What follows belongs to an exercise in optimizing a design on an open flow for small area, a short achievable clock period and few clock cycles per item; a production flow would make more cautious choices. Function was checked by simulation only, so behaviour that the tests miss may differ from the original.

Design julia_pixel_engine, start of the top module:
module julia_pixel_engine #(
  parameter int H_RES    = 640,
  parameter int V_RES    = 480,
  parameter int MAX_ITER = 255,
  parameter int FRAC     = 12
) (
  input  logic        clk,
  input  logic        reset_n,
  input  logic        start,
  input  logic        abort,
  input  logic [15:0] c_re,
  input  logic [15:0] c_im,
  input  logic [15:0] re_start,
  input  logic [15:0] im_start,
  input  logic [15:0] step,
  output logic        draw,
  input  logic        draw_ready,
  output logic [9:0]  x,
  output logic [9:0]  y,
  output logic [7:0]  i,
  output logic        busy,
  output logic        frame_done
);
export LEC_CHECK = 0
export CAP_MARGIN = 20
export CORE_MARGIN = 2
export CORE_UTILIZATION = 40
export PLACE_DENSITY = 0.6
export SLEW_MARGIN = 20
create_clock -name core_clock -period 11.0 [get_ports {clk}]
standard.sh (not shown) runs the stock make flow with config.mk's settings and CLKGATE_MAP_FILE= SYNTH_SCRIPT=/design/flow/synth_recipe.tcl, a recipe that flattens the netlist after the stock synthesis.
==> flow/flow/run.sh <==
#!/bin/bash
# Standard ORFS layout (the standard.sh, unchanged synthesis), with the resizer's
# setup repair aimed below the clock period: repair_timing gets a setup margin so that
# it keeps improving paths after the 11 ns constraint is met. The make output goes to
# flow_standard.log here; ORFS's own per-step logs are under orfs/logs.
set -euo pipefail
export SETUP_SLACK_MARGIN=7.6
bash standard.sh > flow_standard.log 2>&1
The baseline finished with timing, DRC and antenna clean.
Testbench counts at the start, summed over its fixed seeds: cycles 2,658,186, pixels 61,440.
==> next run, changes <==
--- a/flow/flow/run.sh
+++ b/flow/flow/run.sh
@@ -7,2 +7,4 @@
 export SETUP_SLACK_MARGIN=7.6
+# port buffers: a plain buffer instead of the delay cell buffer_ports picks by default
+export BUFFER_PORTS_ARGS="-buffer_cell sky130_fd_sc_hd__buf_1"
 bash standard.sh > flow_standard.log 2>&1
CAP_MARGIN = 5   (was 20)
SLEW_MARGIN = 5   (was 20)
The new run finished clean.
Design area came out lower slightly.
Global-route usage came out lower by 0.27 points.
Synthesized area stays the same.
Wire length came out lower slightly.
Hold slack loses 3.1 ps.
Clock skew came out lower by 9.8 ps.
Die area stays the same.
Cell count came out lower slightly.

* * *

## lane 3
Starting RTL as in the previous note.
Settings: LEC_CHECK=0, CAP_MARGIN=20, CORE_MARGIN=2, CORE_UTILIZATION=40, PLACE_DENSITY=0.6, SLEW_MARGIN=20; clock period 11.0 ns.
==> flow/flow/run.sh <==
#!/bin/bash
# Standard ORFS layout (the standard.sh, unchanged synthesis), with the resizer's
# setup repair aimed below the clock period: repair_timing gets a setup margin so that
# it keeps improving paths after the 11 ns constraint is met. The make output goes to
# flow_standard.log here; ORFS's own per-step logs are under orfs/logs.
set -euo pipefail
export SETUP_SLACK_MARGIN=7.6
# port buffers: a plain buffer instead of the delay cell buffer_ports picks by default
export BUFFER_PORTS_ARGS="-buffer_cell sky130_fd_sc_hd__buf_1"
# clock tree: the standard options, without the dummy loads CTS adds to balance its leaves
export CTS_ARGS="-sink_clustering_enable -repair_clock_nets -dont_use_dummy_load"
bash standard.sh > flow_standard.log 2>&1
Testbench counts of lane 3, summed over its fixed seeds: cycles 2,658,186, pixels 61,440.
[inputs] lane 1 vs lane 3
==> flow/flow/run.sh <==
#!/bin/bash
# Standard ORFS layout (the standard.sh, unchanged synthesis), with the resizer's
# setup repair aimed below the clock period: repair_timing gets a setup margin so that
# it keeps improving paths after the 11 ns constraint is met. The make output goes to
# flow_standard.log here; ORFS's own per-step logs are under orfs/logs.
set -euo pipefail
export SETUP_SLACK_MARGIN=7.7
bash standard.sh > flow_standard.log 2>&1
--- outcome ---
Per the final summary, lane 3 finished and its layout is clean on timing, DRC and antenna. Lane 1 reached the final stage; the timing, DRC and antenna checks on its layout passed. Lane 1: fraction of the core area covered by cells at the end of the flow 1.8 points above lane 3. Max aggregate global-route resource usage across lane 3 and lane 1: lane 1. In lane 1, the worst setup slack came out 0.17 ns above the value in lane 3. Comparing lane 3 and lane 1, the lower depth of the worst register-to-register path is on lane 1. Compared with lane 3, in lane 1 cell area went up.

## separate check: timing with driven ports
The results above use ideal ports. As a check the final layouts listed here were re-extracted and re-timed, cells and wires unchanged.
Step 1 sets driving cells, clkbuf_16 on the clock port and buf_2 on the other inputs (assumed; they add their load-dependent delay and slew).
Step 2 times the ports against the registers' clock, not the clock port: input delays grow and output delays shrink by t, the midpoint of the rising clock arrivals with the driver on.
a / b / c = ideal ports / drivers / drivers and shift; a / b = the first two.
| run | t (ns) | setup slack, ns | hold WS [ns] |
|---|---|---|---|
| the first run of note 1 | 0.689 | 7.602 / 7.576 / 7.212 | 0.326 / 0.326 / 0.326 |
| the second run of note 1 | 0.673 | 7.571 / 7.571 / 7.140 | 0.323 / 0.323 / 0.323 |
| lane 3 | 0.655 | 7.427 / 7.427 / 7.150 | 0.319 / 0.319 / 0.319 |
| lane 1 | 0.679 | 7.599 / 7.559 / 7.129 | 0.325 / 0.325 / 0.325 |
After both steps setup and hold are still met in every run listed. For lane 1, which loses most, drivers alone change the setup slack by -0.040 ns; drivers and shift together by -0.470 ns.
